What follows belongs to an exercise in optimizing a design on an open flow for small area, a short achievable clock period and few clock cycles per item; a production flow would make more cautious choices.
No functional check of the RTL was part of any run shown here.
Power is estimated from default activity; no workload was simulated.

==> design.v <==
package ex_muldiv_pkg;
    localparam int XLEN = 32;
    localparam logic [4:0] ALU_NOP  = 5'h00;
    localparam logic [4:0] ALU_MULT = 5'h18;
    localparam logic [4:0] ALU_DIV  = 5'h1A;
    localparam int MUL_K  = 8;
    localparam int MUL_NG = 5;
    localparam int DIV_W  = 35;
endpackage
module ex_muldiv_div_iter
(
    input  logic [ex_muldiv_pkg::XLEN-1:0]  rem_i,
    input  logic [ex_muldiv_pkg::DIV_W-1:0] dvs_i,
    input  logic                            cin_i,
    output logic [ex_muldiv_pkg::XLEN-1:0]  rem_o,
    output logic                            qbit_o
);
    logic [ex_muldiv_pkg::DIV_W:0] diff;
    assign diff   = {{(ex_muldiv_pkg::DIV_W-ex_muldiv_pkg::XLEN+1){1'b0}}, rem_i}
                  + {dvs_i[ex_muldiv_pkg::DIV_W-1], dvs_i}
                  + {{ex_muldiv_pkg::DIV_W{1'b0}}, cin_i};
    assign qbit_o = ~diff[ex_muldiv_pkg::DIV_W];
    assign rem_o  = qbit_o ? diff[ex_muldiv_pkg::XLEN-1:0] : rem_i;
endmodule
module ex_muldiv
(
    input  logic            clk,
    input  logic            rst,
    input  logic [4:0]      ALUop_i,
    input  logic            signed_i,
    input  logic [ex_muldiv_pkg::XLEN-1:0] oprand1_i,
    input  logic [ex_muldiv_pkg::XLEN-1:0] oprand2_i,
    input  logic            flush_i,
    output logic            pauseRequest_o,
    output logic            valid_o,
    output logic [1:0]      writeHILO_o,
    output logic [ex_muldiv_pkg::XLEN-1:0] HI_o,
    output logic [ex_muldiv_pkg::XLEN-1:0] LO_o
);
    localparam int XL = ex_muldiv_pkg::XLEN;
    localparam int K  = ex_muldiv_pkg::MUL_K;      
    localparam int NG = ex_muldiv_pkg::MUL_NG;     
    localparam int ND = K / 2;                     
    localparam int WA = XL + 2;                    
    localparam int WS = WA + K;                    
    localparam int WD = ex_muldiv_pkg::DIV_W;      
    localparam int WL = K * NG;                    
    logic is_mult, is_div, is_op;
    assign is_mult = (ALUop_i == ex_muldiv_pkg::ALU_MULT);
    assign is_div  = (ALUop_i == ex_muldiv_pkg::ALU_DIV);
    assign is_op   = is_mult | is_div;
    logic sa, sb;
    assign sa = signed_i & oprand1_i[XL-1];
    assign sb = signed_i & oprand2_i[XL-1];
    logic          busy_q, done_q, dsh_q;
    logic [NG:0]   gsel_q;            
    logic          div_q, last_q, cin_q, negq_q, negr_q;
    logic [4:0]    cnt_q;
    logic [5:0]    lza_q, lzb_q;      
    logic [3*ND-1:0] bc_q;            
    logic [WA-1:0] acc_q;
    logic [WL-1:0] low_q;
    logic [WD-1:0] x_q;               
    logic [WL:0] bx;
    assign bx = {{(WL-XL){sb}}, oprand2_i, 1'b0};
    logic [XL:0]   bsgn;
    logic [NG-1:0] last;
    assign bsgn = {sb, oprand2_i} ^ {(XL+1){sb}};
    always_comb begin
        for (int j = 0; j < NG; j++) begin
            if (K*(j+1)-1 > XL) last[j] = 1'b1;
            else                last[j] = ~|(bsgn >> (K*(j+1)-1));
        end
    end
    logic [K:0] win;
    logic       win_last;
    always_comb begin
        win      = '0;
        win_last = 1'b0;
        for (int j = 0; j < NG; j++) begin
            win      = win | (bx[K*j +: K+1] & {(K+1){gsel_q[j]}});
            win_last = win_last | (last[j] & gsel_q[j]);
        end
    end
    logic [3*ND-1:0] bc_next;
    always_comb begin
        for (int i = 0; i < ND; i++) begin
            logic b0, b1, b2;
            b0 = win[2*i];
            b1 = win[2*i+1];
            b2 = win[2*i+2];
            bc_next[3*i]   = b1 ^ b0;                                    
            bc_next[3*i+1] = (b2 & ~b1 & ~b0) | (~b2 & b1 & b0);         
            bc_next[3*i+2] = b2;                                         
        end
    end
    logic [WD-1:0] m1, m2;
    assign m1 = x_q;
    assign m2 = {x_q[WD-2:0], 1'b0};
    logic [ND+1:0][WS-1:0] term;
    always_comb begin
        logic [WS-1:0] negv;
        negv = '0;
        for (int i = 0; i < ND; i++) begin
            logic [WD-1:0] pp;
            pp = ((bc_q[3*i] ? m1 : '0) | (bc_q[3*i+1] ? m2 : '0)) ^ {WD{bc_q[3*i+2]}};
            term[i+1] = WS'({{(WS-WD){pp[WD-1]}}, pp} << (2*i));
            negv[2*i] = bc_q[3*i+2];
        end
        term[0]    = {{K{acc_q[WA-1]}}, acc_q};
        term[ND+1] = negv;
    end
    function automatic logic [2*WS-1:0] csa(input logic [WS-1:0] x, y, z);
        logic [WS-1:0] s, c;
        s = x ^ y ^ z;
        c = ((x & y) | (x & z) | (y & z)) << 1;
        csa = {s, c};
    endfunction
    logic [WS-1:0] sum;
    always_comb begin
        logic [WS-1:0] s1, c1, s2, c2, s3, c3, s4, c4;
        {s1, c1} = csa(term[1], term[2], term[3]);
        {s2, c2} = csa(term[4], term[0], term[5]);
        {s3, c3} = csa(s1, c1, s2);
        {s4, c4} = csa(s3, c3, c2);
        sum = s4 + c4;
    end
    function automatic logic [5:0] lzc32(input logic [31:0] x);
        logic [31:0] v;
        logic [4:0]  z;
        v = x;
        z[4] = ~|v[31:16]; if (z[4]) v = {v[15:0], 16'b0};
        z[3] = ~|v[31:24]; if (z[3]) v = {v[23:0], 8'b0};
        z[2] = ~|v[31:28]; if (z[2]) v = {v[27:0], 4'b0};
        z[1] = ~|v[31:30]; if (z[1]) v = {v[29:0], 2'b0};
        z[0] = ~v[31];
        lzc32 = (x == '0) ? 6'd32 : {1'b0, z};
    endfunction
    logic [5:0] lza, lzb;
    logic [6:0] sh;
    logic       dz, noq;
    assign lza = lzc32(oprand1_i ^ {XL{sa}});
    assign lzb = lzc32(oprand2_i ^ {XL{sb}});
    assign dz  = (oprand2_i == '0);
    assign noq = ({1'b0, lzb} + 7'(sa) < {1'b0, lza}) | dz;
    assign sh  = {1'b0, lzb_q} + 7'(negr_q) - {1'b0, lza_q};
    logic [XL-1:0] rem1, rem2;
    logic          q1, q2;
    ex_muldiv_div_iter u_step1 (
        .rem_i  (acc_q[XL-1:0]),
        .dvs_i  (x_q),
        .cin_i  (cin_q),
        .rem_o  (rem1),
        .qbit_o (q1)
    );
    ex_muldiv_div_iter u_step2 (
        .rem_i  (rem1),
        .dvs_i  ({x_q[WD-1], x_q[WD-1:1]}),
        .cin_i  (cin_q),
        .rem_o  (rem2),
        .qbit_o (q2)
    );
    logic          busy_d, done_d, dsh_d;
    logic [NG:0]   gsel_d;
    logic          div_d, last_d, cin_d, negq_d, negr_d;
    logic [4:0]    cnt_d;
    logic [5:0]    lza_d, lzb_d;
    logic [3*ND-1:0] bc_d;
    logic [WA-1:0] acc_d;
    logic [WL-1:0] low_d;
    logic [WD-1:0] x_d;
    always_comb begin
        busy_d = 1'b0;
        done_d = 1'b0;
        dsh_d  = 1'b0;
        gsel_d = (NG+1)'(1);
        div_d  = div_q;
        last_d = win_last;
        cin_d  = cin_q;
        negq_d = negq_q;
        negr_d = negr_q;
        cnt_d  = cnt_q;
        lza_d  = lza;
        lzb_d  = lzb;
        bc_d   = bc_next;
        acc_d  = acc_q;
        low_d  = low_q;
        x_d    = x_q;
        if (dsh_q) begin
            x_d    = ((x_q << 1) << {sh[5:1], 1'b0}) ^ {WD{cin_q}};
            cnt_d  = sh[5:1] + 5'd1;
            busy_d = 1'b1;
        end else if (busy_q && div_q) begin
            acc_d         = {{(WA-XL){1'b0}}, rem2};
            low_d[XL-1:0] = {low_q[XL-3:0], q1, q2};
            x_d           = {{2{x_q[WD-1]}}, x_q[WD-1:2]};
            cnt_d         = cnt_q - 5'd1;
            if (cnt_q == 5'd1) done_d = 1'b1;
            else               busy_d = 1'b1;
        end else if (busy_q) begin
            acc_d = sum[WS-1:K];
            for (int j = 0; j < NG; j++)
                if (gsel_q[j+1]) low_d[K*j +: K] = sum[K-1:0];
            if (last_q) begin
                done_d = 1'b1;
                gsel_d = gsel_q;
            end else begin
                busy_d = 1'b1;
                gsel_d = gsel_q << 1;
            end
        end else if (is_op && !done_q) begin
            div_d  = is_div;
            negq_d = is_div & ~dz & (sa ^ sb);
            negr_d = is_div & sa;
            cin_d  = ~sb;
            if (is_div) begin
                acc_d         = {{(WA-XL){1'b0}}, (oprand1_i ^ {XL{sa}}) + XL'(sa)};
                x_d           = {{(WD-XL){sb}}, oprand2_i};
                low_d[XL-1:0] = dz ? '1 : '0;
                if (noq) done_d = 1'b1;
                else     dsh_d  = 1'b1;
            end else begin
                acc_d  = '0;
                x_d    = {{(WD-XL){sa}}, oprand1_i};
                busy_d = 1'b1;
                gsel_d = gsel_q << 1;
            end
        end
        if (flush_i) begin
            busy_d = 1'b0;
            done_d = 1'b0;
            dsh_d  = 1'b0;
            gsel_d = (NG+1)'(1);
        end
    end
    always_ff @(posedge clk or negedge rst) begin
        if (!rst) begin
            busy_q <= 1'b0;
            done_q <= 1'b0;
            dsh_q  <= 1'b0;
            gsel_q <= (NG+1)'(1);
        end else begin
            busy_q <= busy_d;
            done_q <= done_d;
            dsh_q  <= dsh_d;
            gsel_q <= gsel_d;
        end
    end
    always_ff @(posedge clk) begin
        div_q  <= div_d;
        last_q <= last_d;
        cin_q  <= cin_d;
        negq_q <= negq_d;
        negr_q <= negr_d;
        cnt_q  <= cnt_d;
        lza_q  <= lza_d;
        lzb_q  <= lzb_d;
        bc_q   <= bc_d;
        acc_q  <= acc_d;
        low_q  <= low_d;
        x_q    <= x_d;
    end
    logic [2*XL-1:0] prod;
    always_comb begin
        prod = '0;
        for (int j = 1; j <= NG; j++)
            prod = prod | ((({{(2*XL-WA){acc_q[WA-1]}}, acc_q} << (K*j))
                         | ((2*XL)'(low_q) & (((2*XL)'(1) << (K*j)) - (2*XL)'(1))))
                         & {(2*XL){gsel_q[j]}});
    end
    logic [XL-1:0] dhi, dlo;
    assign dhi = (acc_q[XL-1:0] ^ {XL{negr_q}}) + XL'(negr_q);
    assign dlo = (low_q[XL-1:0] ^ {XL{negq_q}}) + XL'(negq_q);
    assign HI_o = div_q ? dhi : prod[2*XL-1:XL];
    assign LO_o = div_q ? dlo : prod[XL-1:0];
    assign pauseRequest_o = is_op & ~done_q;
    assign valid_o        = done_q;
    assign writeHILO_o    = {done_q, done_q};
endmodule
==> run.sh <==
#!/bin/bash
# synth_recipe.tcl (not shown) runs the flow's synth.tcl, then flattens the netlist and writes it again
# the make line also repeats each setting of config.mk as NAME=value (left out here)
make -C /OpenROAD-flow-scripts/flow DESIGN_CONFIG=/design/flow/config.mk WORK_HOME=/design/flow/orfs CLKGATE_MAP_FILE= SYNTH_SCRIPT=/design/flow/synth_recipe.tcl finish
==> config.mk <==
export PLATFORM = sky130hd
export DESIGN_NAME = ex_muldiv
export DESIGN_NICKNAME = ex_muldiv
export VERILOG_FILES = /design/flow/design.v
export SDC_FILE = /design/flow/constraint.sdc
export NUM_CORES = 4
export LEC_CHECK = 0
export CAP_MARGIN = 20
export CORE_MARGIN = 2
export CORE_UTILIZATION = 40
export SETUP_SLACK_MARGIN = 5
export SLEW_MARGIN = 20
==> constraint.sdc <==
create_clock -name core_clock -period 12.0 [get_ports {clk}]
set_input_delay 2.4000 -clock core_clock [delete_from_list [all_inputs] [get_ports {clk}]]
set_output_delay 2.4000 -clock core_clock [all_outputs]
set_load 0.01 [all_outputs]
==> flow_summary.yaml, run 1 <==
critical_path:
  worstPathArrival_ns: 7.16
  crit_path_end_kind: "register"
  cp-startpoint: "cin_q$_DFFE_PP_"
  path_max_fanout: 15
  crit_required_ns: 12.22
  crit_type: "reg2reg"
  r2r_start: "cin_q$_DFFE_PP_"
  startpoint_type: "register"
detailed_routing:
  avgRoutedWirePerCell_um: 24.18
  vias_per_cell: 6.234
  highest_layer: "met4"
  antenna_left: 0
  drt-met1-wl_mm: 46.93
  drc: 0
  firstDrtPassIters: 6
  routed-wl-met2_mm: 51.66
  wirelength_mm: 114.2
  num_vias: 29456
  met3_length_mm: 10.52
  drt-initial-drc-count: 3329
clock_tree:
  cts_max_path_buffers: 2
  cts.reportedPaths.clkPinSlew_ns: 0.08
  cts_buffers: 17
  cts_root_buffer: "clkbuf_16"
  cts_max_level: 4
  cts_tree: "yes"
  clock-sinks: 152
  clk_latency_ns: 0.50
worst_hold_path:
  hold_path_class: "reg2reg"
  hold_start: "gsel_q[0]$_DFFE_PN1P_"
sta:
  maxSlewHeadroom_pct: 30.36
  fmax_ghz: 0.1443
  fin_hold_ws_ns: 0.5849
  setup_tns_ns: 0
  tightest_slew_ns: 1.031
  period_needed_ns: 6.932
  setup_viol: 0
  skew_ns: 0.01514
  rsz0062_at_grt: "no"
  slew_violations: 0
  finalCritPeriodShare_pct: 57.77
  report.final.hold_viol_count: 0
yosys:
  synth_ff_type: "edfxtp_1"
  synth_edf_count: 118
  ys_types: 110
  ys_ff_latch: 152
  synth-async-reset-ratio_pct: 5.921
  syn_area_per_cell_sq_um: 7.697
  synthCells: 3760
  syn_nets: 4123
  synth_warnings: 1
  ys_seq_area_share_pct: 14.76
  netlist_area_sq_mm: 0.02894
cells_and_area:
  syn2layout_area_growth_pct: 14.19
  stdcell_area_sq_mm: 0.03305
  drive_gt1_share_pct: 10.23
  nNetsFinal: 4124
placement:
  place.gp.congestion: 0.9628
  placed_area_sq_mm: 0.03096
  port_buffers: 140
  hpwl_mm: 83.28
die:
  core-area_sq_mm: 0.07161
  start_util_pct: 40.41
  die_y_um: 273.0
  die_area_sq_mm: 0.07452
  std_cell_rows: 98
  ios: 141
  die_w_um: 273.0
global_route:
  grt_pass1_wl_mm: 168.4
  grt_pass1_vias: 27152
  grt_usage_pct: 29.31
  grt_max_degree: 69
  grt_overflow: 0
  antenna_found_initial: 4
power:
  p_leak_nw: 13.46
  vdd_ir_drop_max_v: 0.0001712
  power_mw: 5.888
  power_density_mw_per_mm2: 178.2
outcome:
  status: "timing/DRC/antenna clean"
flow_run:
  cap_violations: 0
[where the power goes]
group,switching (mW),internal [mW]
clock network,0.263,0.309
logic,2.75,1.92
registers,0.0268,0.611
total,3.04,2.84
[worst paths after layout]
kind                                         end  slack (ns)  depth (start not counted)
setup / recovery             acc_q[17]$_DFFE_PP_        5.07                         27
max in group asynchronous  gsel_q[2]$_DFFE_PN0P_        9.07                          1
setup reg to reg             acc_q[17]$_DFFE_PP_        5.07                         27
hold reg to reg            gsel_q[0]$_DFFE_PN1P_        0.58                          2
min in group asynchronous  gsel_q[4]$_DFFE_PN0P_        2.36                          1
hold / removal             gsel_q[0]$_DFFE_PN1P_        0.58                          2
[state kept, by name (all words and copies together), names as in the netlist, 5 cells and up]
name    cells
lzb_q       6
low_q      40
gsel_q      6
x_q        35
lza_q       6
acc_q      34
bc_q       12
cnt_q       5
[per-layer routing]
layer  up-vias  track usage [%]
met4         0            12.84
li1      13459                -
met1     14184            38.94
met5         -                0
met3       263            4.604
met2      1550            46.97
[area by class of cell]
| type | instances | area, sq um |
|---|---|---|
| Multi-Input combinational cell | 2970 | 22800 |
| Clock inverter | 12 | 143.9 |
| Timing Repair Buffer | 317 | 3039 |
| Fill cell | 7176 | 38560 |
| Tap cell | 950 | 1189 |
| Sequential cell | 152 | 4285 |
| Inverter | 303 | 1154 |
| Clock buffer | 20 | 436.7 |
| Antenna cell | 1 | 2.502 |
[placed cells by master (no fill, tap or decap), types with 20 or more instances in the layout]
| master | count |
|---|---|
| nand2_1 | 321 |
| xnor2_1 | 308 |
| a21oi_1 | 303 |
| inv_1 | 299 |
| nor2_1 | 221 |
| a22oi_1 | 198 |
| ha_1 | 164 |
| buf_4 | 157 |
| o21ai_0 | 151 |
| clkdlybuf4s50_1 | 123 |
| edfxtp_1 | 118 |
| mux2i_1 | 117 |
| fa_1 | 114 |
| xor2_1 | 111 |
| nand3_1 | 70 |
| a21o_1 | 67 |
| nor3_1 | 57 |
| a211oi_1 | 46 |
| and3_1 | 41 |
| a31oi_1 | 32 |
| nand2b_1 | 32 |
| a222oi_1 | 32 |
| o21a_1 | 31 |
| nand4_1 | 31 |
| o211ai_1 | 25 |
| a221oi_1 | 25 |
| nor2b_1 | 24 |
| or3_1 | 22 |
| o22ai_1 | 21 |
| clkbuf_16 | 21 |
| and2_1 | 20 |
| nor4_1 | 20 |
[repair_timing]
action | in CTS | in global routing
hold buffers | 0 | 0
cloned | 5 | 5
gates resized for setup | 33 | 105
endpoints found under the setup margin | 55 | 43
setup buffers | 27 | 56
pin swaps | 10 | 38
[cells in the mapped netlist, drive strengths merged, types with 13 or more instances]
library cell / instances / area [sq um]
o21a: 33 / 256.5
dfxtp: 25 / 500.5
a22oi: 200 / 1506
a211oi: 58 / 465.4
a31oi: 36 / 240.2
nor2: 227 / 862.1
nand3: 71 / 360.3
o21ai: 172 / 872.1
inv: 302 / 1134
nand2: 322 / 1211
ha: 175 / 2190
nand4: 31 / 193.9
o31ai: 13 / 111.4
edfxtp: 118 / 3543
clkbuf: 280 / 1051
a221oi: 32 / 299.0
or2: 16 / 100.1
nor4: 28 / 217.7
xor2: 115 / 1007
a21o: 67 / 503.0
or3: 25 / 161.4
o21bai: 17 / 127.6
and2: 21 / 131.4
a222oi: 32 / 320.3
nor2b: 24 / 150.1
a21oi: 309 / 1558
xnor2: 312 / 2733
buf: 55 / 265.3
mux2: 13 / 146.4
o22ai: 22 / 137.6
o211ai: 25 / 187.7
fa: 115 / 2302
a22o: 13 / 113.9
mux2i: 124 / 1241
and3: 41 / 256.5
nor3: 59 / 295.3
nand2b: 32 / 200.2
[worst max-delay path, stage by stage, from the launching register on]
cell       delay [ns]
edfxtp_1         0.42
buf_12           0.16
fa_1             0.46
a211o_1          0.32
a211o_1          0.30
nand3_1          0.11
a21oi_1          0.10
and3b_2          0.33
o22ai_4          0.11
a41oi_4          0.31
buf_4            0.18
buf_12           0.10
bufbuf_16        0.28
a21oi_1          0.10
ha_1             0.27
a211oi_2         0.27
or3b_4           0.44
o21a_4           0.24
and4_4           0.22
o21ai_4          0.21
nand2_1          0.12
a311o_1          0.38
a21bo_2          0.27
a31oi_4          0.17
buf_12           0.15
buf_12           0.15
mux2i_1          0.30
a22oi_1          0.13
[through the flow]
stage | std cells | util (%) | setup slack (ns)
4_1_cts | 4663 | 44.75 | 4.960
3_5_place_dp | 4599 | 43.23 | 3.626
6_report | 4725 | 46.15 | 5.068
2_1_floorplan | 3760 | - | 5.148
3_3_place_gp | 4599 | 43.23 | 3.659
5_1_grt | 4725 | 46.15 | 4.894
[logic make-up after synthesis]
logic type      count (synthesis)  synth area share, %
compound gates               1142                26.81
buf+inv                       638                8.478
flops                         152                14.76
fa+ha+maj                     290                15.52
mux                           139                4.950
xor+xnor                      427                12.92
simple gates                  972                16.56
==> run 2, diff against run 1 <==
--- a/design.v
+++ b/design.v
@@ -171,2 +171,4 @@
     logic [WD-1:0] x_d;
+    logic [XL-1:0] neg_out;
+    assign neg_out = (acc_q[XL-1:0] ^ {XL{negr_q}}) + XL'(negr_q);
     always_comb begin
@@ -176,8 +178,8 @@
         gsel_d = (NG+1)'(1);
-        div_d  = div_q;
+        div_d  = is_div;
         last_d = win_last;
-        cin_d  = cin_q;
-        negq_d = negq_q;
-        negr_d = negr_q;
-        cnt_d  = cnt_q;
+        cin_d  = ~sb;
+        negq_d = is_div & ~dz & (sa ^ sb);
+        negr_d = is_div & sa & ~noq;
+        cnt_d  = cnt_q - 5'd1;
         lza_d  = lza;
@@ -185,5 +187,6 @@
         bc_d   = bc_next;
-        acc_d  = acc_q;
+        acc_d  = is_div ? {{(WA-XL){1'b0}}, oprand1_i} : '0;
+        x_d    = is_div ? {{(WD-XL){sb}}, oprand2_i} : {{(WD-XL){sa}}, oprand1_i};
         low_d  = low_q;
-        x_d    = x_q;
+        low_d[XL-1:0] = dz ? '1 : '0;
         if (dsh_q) begin
@@ -191,2 +194,3 @@
             cnt_d  = sh[5:1] + 5'd1;
+            acc_d  = {{(WA-XL){1'b0}}, neg_out};
             busy_d = 1'b1;
@@ -196,3 +200,2 @@
             x_d           = {{2{x_q[WD-1]}}, x_q[WD-1:2]};
-            cnt_d         = cnt_q - 5'd1;
             if (cnt_q == 5'd1) done_d = 1'b1;
@@ -201,2 +204,3 @@
             acc_d = sum[WS-1:K];
+            low_d = low_q;
             for (int j = 0; j < NG; j++)
@@ -211,10 +215,3 @@
         end else if (is_op && !done_q) begin
-            div_d  = is_div;
-            negq_d = is_div & ~dz & (sa ^ sb);
-            negr_d = is_div & sa;
-            cin_d  = ~sb;
             if (is_div) begin
-                acc_d         = {{(WA-XL){1'b0}}, (oprand1_i ^ {XL{sa}}) + XL'(sa)};
-                x_d           = {{(WD-XL){sb}}, oprand2_i};
-                low_d[XL-1:0] = dz ? '1 : '0;
                 if (noq) done_d = 1'b1;
@@ -222,4 +219,2 @@
             end else begin
-                acc_d  = '0;
-                x_d    = {{(WD-XL){sa}}, oprand1_i};
                 busy_d = 1'b1;
@@ -271,3 +266,3 @@
     logic [XL-1:0] dhi, dlo;
-    assign dhi = (acc_q[XL-1:0] ^ {XL{negr_q}}) + XL'(negr_q);
+    assign dhi = neg_out;
     assign dlo = (low_q[XL-1:0] ^ {XL{negq_q}}) + XL'(negq_q);
--- a/config.mk
+++ b/config.mk
@@ -7,2 +7,3 @@
 export LEC_CHECK = 0
+export ABC_AREA = 1
 export CAP_MARGIN = 20
==> run 2 against run 1 <==
Against the previous run: still clean; worst hold slack worse by 0.060 ns; cell count is 9.0% higher; combinational power is 35% higher; synthesized area is 5.9% lower; sequential cell count stayed put.
==> flow_summary.yaml, run 2 <==
flow_run:
  cap_violations: 0
cells_and_area:
  multiInputGateArea_sq_mm: 0.02068
  final_util_pct: 45.13
  instances_no_fill: 5149
  syn2layout_area_growth_pct: 11.45
  nNetsFinal: 4624
  n_fill_cell: 7173
  antenna_cells: 0
  top_register: "low_q"
  ff_latch_area_sq_mm: 0.003531
  most-common-layout-cells: "nand2_1, inv_1, nor2_1, xor2_1, o21ai_0"
  stdcell_area_sq_mm: 0.03037
  final_common_cell: "nand2_1"
  drive_gt1_share_pct: 5.449
  top_regs: "low_q: 40 flops, x_q: 35 flops, acc_q: 34 flops"
  largest_reg_flops: 40
detailed_routing:
  avgRoutedWirePerCell_um: 24.06
  drt-initial-drc-count: 3504
  firstDrtPassIters: 10
  num_vias: 30061
  drc: 0
  vias_per_cell: 5.838
  antenna_left: 0
  wirelength_mm: 123.9
critical_path:
  crit_required_ns: 9.60
  path_delay_family: "simple AND/OR/NAND/NOR gates"
  startpoint_type: "register"
  cpMostUsedCell: "nor2_1"
  crit_type: "reg2out"
  r2r_start: "x_q[2]$_DFF_P_"
  path_max_fanout: 6
  worstPathCellList: "xnor2_1, nor2_1, inv_1, nor2_1, nand3_1, nor3_1, nand3_2, nor4_1, nand3_1, xor2_2, nor2_1, a31oi_1, clkdlybuf4s50_1"
  worst-path-buf-inv: 2
  max_stage_delay_ns: 0.62
  crit_path_end_kind: "output pin"
  cp-startpoint: "acc_q[3]$_DFF_P_"
  worstPathArrival_ns: 4.47
  cp_slowest_cell: "clkdlybuf4s50_1"
die:
  die_w_um: 265.0
  die_area_sq_mm: 0.07022
  start_util_pct: 40.50
  ios: 141
  core-area_sq_mm: 0.06728
  std_cell_rows: 95
  die_y_um: 265.0
power:
  power_density_mw_per_mm2: 252.2
  vdd_ir_drop_max_v: 0.0001688
  p_leak_nw: 13.79
outcome:
  status: "timing/DRC/antenna clean"
sta:
  setup_tns_ns: 0
  finalCritPeriodShare_pct: 57.28
  maxSlewHeadroom_pct: 24.38
  slew_violations: 0
  skew_ns: 0.01646
  fmax_ghz: 0.1455
  tightest_slew_ns: 1.133
  report.final.hold_viol_count: 0
  rsz0062_at_grt: "yes"
  period_needed_ns: 6.873
  setup_viol: 0
yosys:
  synth_edf_count: 41
  synth_most_common_cell: "nand2_1"
  netlist.area_leader.share_pct: 11.61
  syn_nets: 4577
  synth_common_cells: "nand2_1, inv_1, nor2_1"
  synth-async-reset-ratio_pct: 5.921
  synth_warnings: 1
  yosysTopAreaCell: "nand2_1"
  synthCells: 4216
  ys_seq_area_share_pct: 12.85
  netlist_area_sq_mm: 0.02724
  ys_types: 70
  ys_ff_latch: 152
  synth.area.top_cells: "nand2_1, xor2_1, fa_1, inv_1, ha_1"
  synth_ff_type: "dfxtp_1"
  syn_area_per_cell_sq_um: 6.462
global_route:
  antenna_found_initial: 3
  grt_pass1_vias: 28572
  grt_pass1_wl_mm: 182.8
  grt_usage_pct: 34.69
  grt_max_degree: 77
  grt_overflow: 0
worst_hold_path:
  hold_path_class: "reg2reg"
  hold_start: "cnt_q[0]$_DFF_P_"
placement:
  hpwl_mm: 98.77
  port_buffers: 140
  dp.cells: 5106
  placed_area_sq_mm: 0.02944
  place.gp.congestion: 1.044
clock_tree:
  cts_max_level: 4
  cts_root_buffer: "clkbuf_16"
  cts_tree: "yes"
  cts.reportedPaths.clkPinSlew_ns: 0.08
  cts-hold-fix-buffers: 0
  cts_max_path_buffers: 2
  cts_buffers: 17
  clk_latency_ns: 0.52
  clock-sinks: 152
## run 2: cell families after synthesis
family                     count (synthesis)  synth area share, %
buffers and inverters                    840                12.01
AOI/OAI and AO/OA                        934                20.09
DFF                                      152                12.85
and+or+nand+nor                         1568                24.61
muxes                                      2              0.07348
xor gates and xnor gates                 432                13.97
adders and majority gates                288                16.39
## run 2: timing repair
item,in CTS,in global routing
pin swaps,0,3
cloned,0,1
gates resized for setup,17,44
setup buffers,3,7
endpoints found under the setup margin,48,57
## run 2: path summary, 6_finish.rpt
kind	end	slack, ns	cells past startpoint
min	cnt_q[0]$_DFF_P_	0.52	1
max reg2reg	acc_q[29]$_DFF_P_	5.20	25
min in group asynchronous	gsel_q[2]$_DFFE_PN0P_	2.19	1
max	HI_o[27]	5.13	13
min reg2reg	cnt_q[0]$_DFF_P_	0.52	1
max in group asynchronous	dsh_q$_DFF_PN0_	9.46	1
## run 2: worst register-to-register path: cells and delay by family (launching register included)
family	cells	cell delay (ns)
AO/OA/AOI/OAI	10	2.64
XOR/XNOR	1	0.22
adder cells (fa/ha/maj)	4	1.80
buffers and inverters	3	0.69
flip-flops	1	0.57
AND/OR/NAND/NOR	7	0.73
## run 2: area by class of cell
| class | instances | area share, % |
|---|---|---|
| flip-flops and latches | 152 | 11.63 |
| multi-input cells | 3225 | 68.12 |
| repair buffers | 212 | 6.560 |
| inverters | 655 | 8.109 |
| clock buffers | 17 | 1.401 |
| well taps | 873 | 3.597 |
| clock inverters | 15 | 0.5851 |
## run 2: power breakdown
group	switching [mW]	leakage, nW	internal, mW
clock	0.292	0.290	0.298
combinational	4.17	12.1	2.17
sequential	0.127	1.44	0.608
## run 2: per-stage QoR
step	hold slack [ns]	total power, mW	worst slack, ns
after CTS	0.5418	7.499	5.007
after global placement	0.5119	6.890	3.856
final	0.5249	7.659	5.127
after detailed placement	0.5165	6.868	3.862
after floorplan	0.4719	5.126	5.925
after global routing	0.5625	8.386	4.955
## run 2: per-layer routing
metal | GRT usage [%] | routed length (um) | part of all wire (%)
met4 | 15.85 | 6183 | 5.0
met2 | 51.66 | 52180 | 42
met5 | 0 | 13 | 0.010
met1 | 45.63 | 50840 | 41
met3 | 10.93 | 14680 | 12
==> run 3, diff against run 2 <==
==> flow/run.sh (new file) <==
#!/bin/bash
set -euo pipefail
MARGIN=$(cat flow/margin.txt)
bash standard.sh SETUP_SLACK_MARGIN="$MARGIN" finish > standard_flow.log 2>&1
==> flow/margin.txt (new file) <==
6.5
==> standard.sh (new file) <==
#!/bin/bash
# synth_recipe.tcl (not shown) runs the flow's synth.tcl, then flattens the netlist and writes it again
# the make line also repeats each setting of config.mk as NAME=value (left out here)
make -C /OpenROAD-flow-scripts/flow DESIGN_CONFIG=/design/flow/config.mk WORK_HOME=/design/flow/orfs CLKGATE_MAP_FILE= SYNTH_SCRIPT=/design/flow/synth_recipe.tcl "${@:-finish}"
--- a/config.mk
+++ b/config.mk
@@ -7,3 +7,2 @@
 export LEC_CHECK = 0
-export ABC_AREA = 1
 export CAP_MARGIN = 20
@@ -11,3 +10,2 @@
 export CORE_UTILIZATION = 40
-export SETUP_SLACK_MARGIN = 5
 export SLEW_MARGIN = 20
removed: run.sh
==> run 3 against run 2 <==
Against the previous run: sequential share of layout area is 0.70 points lower; worst hold slack worse by 0.026 ns; still clean on timing, DRC and antenna; sequential cell count stayed put; highest routed layer unchanged; combinational power is 12% lower; clock skew is 0.0024 ns lower; critical endpoint is now acc_q[28]$_DFF_P_; synthesized cell count is 14% lower; synthesized area is 1.3% lower; register-to-register slack worse by 0.07 ns; setup slack worse by 0.0011 ns; fmax hardly changed; critical path type is now reg2reg.
==> flow_summary.yaml, run 3 <==
outcome:
  status: "timing/DRC/antenna clean"
yosys:
  synth_edf_count: 41
  synth_warnings: 1
  synth_common_cells: "nand2_1, a21oi_1, inv_1, xnor2_1, clkbuf_1"
  ys_types: 100
  synth-async-reset-ratio_pct: 5.921
  synth.area.top_cells: "xnor2_1, fa_1, ha_1, dfxtp_1, a21oi_1"
  syn_nets: 3969
  synthCells: 3608
  yosysTopAreaCell: "xnor2_1"
  netlist.area_leader.share_pct: 9.702
  ys_seq_area_share_pct: 13.01
  synth_most_common_cell: "nand2_1"
  ys_ff_latch: 152
  netlist_area_sq_mm: 0.02690
  syn_area_per_cell_sq_um: 7.456
  synth_ff_type: "dfxtp_1"
cells_and_area:
  stdcell_area_sq_mm: 0.03322
  most-common-layout-cells: "nand2_1, inv_1, xnor2_1, a21oi_1, nor2_1"
  antenna_cells: 0
  top_register: "low_q"
  multiInputGateArea_sq_mm: 0.02285
  n_fill_cell: 6479
  drive_gt1_share_pct: 18.37
  nNetsFinal: 4071
  top_regs: "low_q: 40 flops, x_q: 35 flops, acc_q: 34 flops"
  largest_reg_flops: 40
  final_common_cell: "nand2_1"
  syn2layout_area_growth_pct: 23.49
  ff_latch_area_sq_mm: 0.003630
worst_hold_path:
  hold_path_class: "reg2reg"
die:
  die_w_um: 263.3
  ios: 141
  core-area_sq_mm: 0.06692
  start_util_pct: 40.20
  std_cell_rows: 95
  die_y_um: 263.3
  die_area_sq_mm: 0.06935
critical_path:
  startpoint_type: "register"
  cp_slowest_cell: "a2111o_1"
  cpMostUsedCell: "buf_12"
  crit_type: "reg2reg"
  crit_path_end_kind: "register"
  path_max_fanout: 7
  crit_required_ns: 12.36
  worstPathArrival_ns: 7.23
  max_stage_delay_ns: 0.55
detailed_routing:
  drt-initial-drc-count: 3970
  wirelength_mm: 120.8
  highest_layer: "met5"
  drc: 0
  num_vias: 29378
  met3_length_mm: 12.80
  firstDrtPassIters: 10
  vias_per_cell: 6.392
  routed-wl-met2_mm: 52.04
  drt-met1-wl_mm: 48.86
  antenna_left: 0
  avgRoutedWirePerCell_um: 26.29
global_route:
  grt_max_degree: 74
  grt_pass1_vias: 27429
  grt_usage_pct: 33.62
  grt_pass1_wl_mm: 177.4
  grt_overflow: 0
  antenna_found_initial: 3
sta:
  slew_violations: 0
  tightest_slew_ns: 1.201
  period_needed_ns: 6.875
  setup_viol: 0
  report.final.hold_viol_count: 0
  finalCritPeriodShare_pct: 57.29
  skew_ns: 0.01410
  rsz0062_at_grt: "yes"
  maxSlewHeadroom_pct: 19.96
  setup_tns_ns: 0
  fmax_ghz: 0.1455
placement:
  place.gp.congestion: 1.029
  placed_area_sq_mm: 0.02914
  hpwl_mm: 82.85
  port_buffers: 140
clock_tree:
  cts_max_path_buffers: 2
  clock-sinks: 152
  cts_max_level: 4
  cts.reportedPaths.clkPinSlew_ns: 0.07
  cts_root_buffer: "clkbuf_16"
  cts_buffers: 17
  clk_latency_ns: 0.50
  cts_tree: "yes"
power:
  p_leak_nw: 14.03
  vdd_ir_drop_max_v: 0.0002287
  power_density_mw_per_mm2: 206.9
flow_run:
  cap_violations: 0
-- run 3: cell types whose count changed after synthesis, moves of 155 or more --
| cell | change |
|---|---|
| a22oi_1 | +182 |
| inv_1 | -309 |
| nand2_1 | -532 |
| o22ai_1 | -155 |
| xnor2_1 | +169 |
| xor2_1 | -199 |
-- run 3: area by class of cell --
cell class / count / area share (%)
multi-input combinational: 2847 / 68.79
inverter: 302 / 3.506
clock inverter: 13 / 0.4482
tap: 873 / 3.288
sequential: 152 / 10.93
timing repair buffer: 390 / 11.65
clock buffer: 19 / 1.397
-- run 3: worst paths after layout --
path / from / endpoint / slack [ns] / cells after the start
min in group asynchronous: rst / gsel_q[4]$_DFFE_PN0P_ / 2.28 / 1
setup reg to reg: cin_q$_DFF_P_ / acc_q[28]$_DFF_P_ / 5.13 / 31
max in group asynchronous: rst / dsh_q$_DFF_PN0_ / 9.27 / 1
hold / removal: cnt_q[0]$_DFF_P_ / cnt_q[0]$_DFF_P_ / 0.50 / 1
hold reg to reg: cnt_q[0]$_DFF_P_ / cnt_q[0]$_DFF_P_ / 0.50 / 1
setup / recovery: cin_q$_DFF_P_ / acc_q[28]$_DFF_P_ / 5.13 / 31
-- run 3: logic make-up after synthesis --
logic type / share of synthesized area [%]
AOI/OAI and AO/OA: 28.18
adders and majority gates: 16.60
and+or+nand+nor: 16.37
DFF: 13.01
buffers and inverters: 8.651
muxes: 4.190
xor gates and xnor gates: 12.99
-- run 3: per-stage QoR --
stage / hold slack [ns] / setup WS (ns) / power (mW) / std cells / utilization (%)
after floorplan: 0.4540 / 5.450 / 4.467 / 3608 / -
after global placement: 0.4732 / 3.965 / 5.670 / 4391 / 43.55
after detailed placement: 0.4881 / 3.875 / 5.658 / 4391 / 43.55
after CTS: 0.5040 / 5.289 / 6.510 / 4532 / 47.51
after global routing: 0.5453 / 4.931 / 7.410 / 4596 / 49.64
final: 0.4994 / 5.125 / 6.873 / 4596 / 49.64
-- run 3: layer usage --
layer | up-vias | global-route usage [%]
li1 | 13097 | -
met1 | 14115 | 45.03
met2 | 1778 | 51.58
met3 | 386 | 6.576
met4 | 2 | 16.74
met5 | - | 0
-- run 3: report_power, final --
part	total, mW	internal, mW	switching [mW]
registers	0.703	0.591	0.112
clock network	0.589	0.313	0.276
logic	5.58	2.34	3.24
-- run 3: timing repair --
action                                  in CTS  in global routing
gates resized for setup                    450                219
endpoints found under the setup margin     107                 86
gates cloned                                18                  3
hold buffers                                 0                  0
pin swaps                                   90                 87
setup buffers                               91                 61
-- run 3: critical path, delay by kind of cell, from the launching register on --
family	cells	cell delay [ns]
fa+ha+maj	2	0.57
flops	1	0.34
buf+inv	9	1.24
simple gates	7	1.20
compound gates	13	3.34

[static timing again, ports no longer ideal]
No port has a modelled driver above. Below, the same layouts with a new extraction and two added sets of constraints. Step 1, drivers: a clkbuf_16 drives clk and a buf_2 each remaining input, both assumed. Step 2 also shifts input and output timing later by t, the mid clock arrival at the registers, as if the neighbouring blocks saw the same clock. Three values: ideal ports, drivers, drivers and shift; two values: the first two.
run	t, ns	setup WS [ns]	worst setup path after step 2	worst slew at a driven data input, ns	pins driven straight from the clock port
run 1	0.558	5.068 / 5.054 / 4.619	input to register	0.07	1
run 2	0.571	5.127 / 5.063 / 4.985	input to register	0.07	1
run 3	0.558	5.125 / 5.125 / 4.985	input to register	0.07	1
After both steps setup and hold are still met in every run listed. For run 1, which loses most, drivers alone change the setup slack by -0.014 ns; drivers and shift together by -0.449 ns.
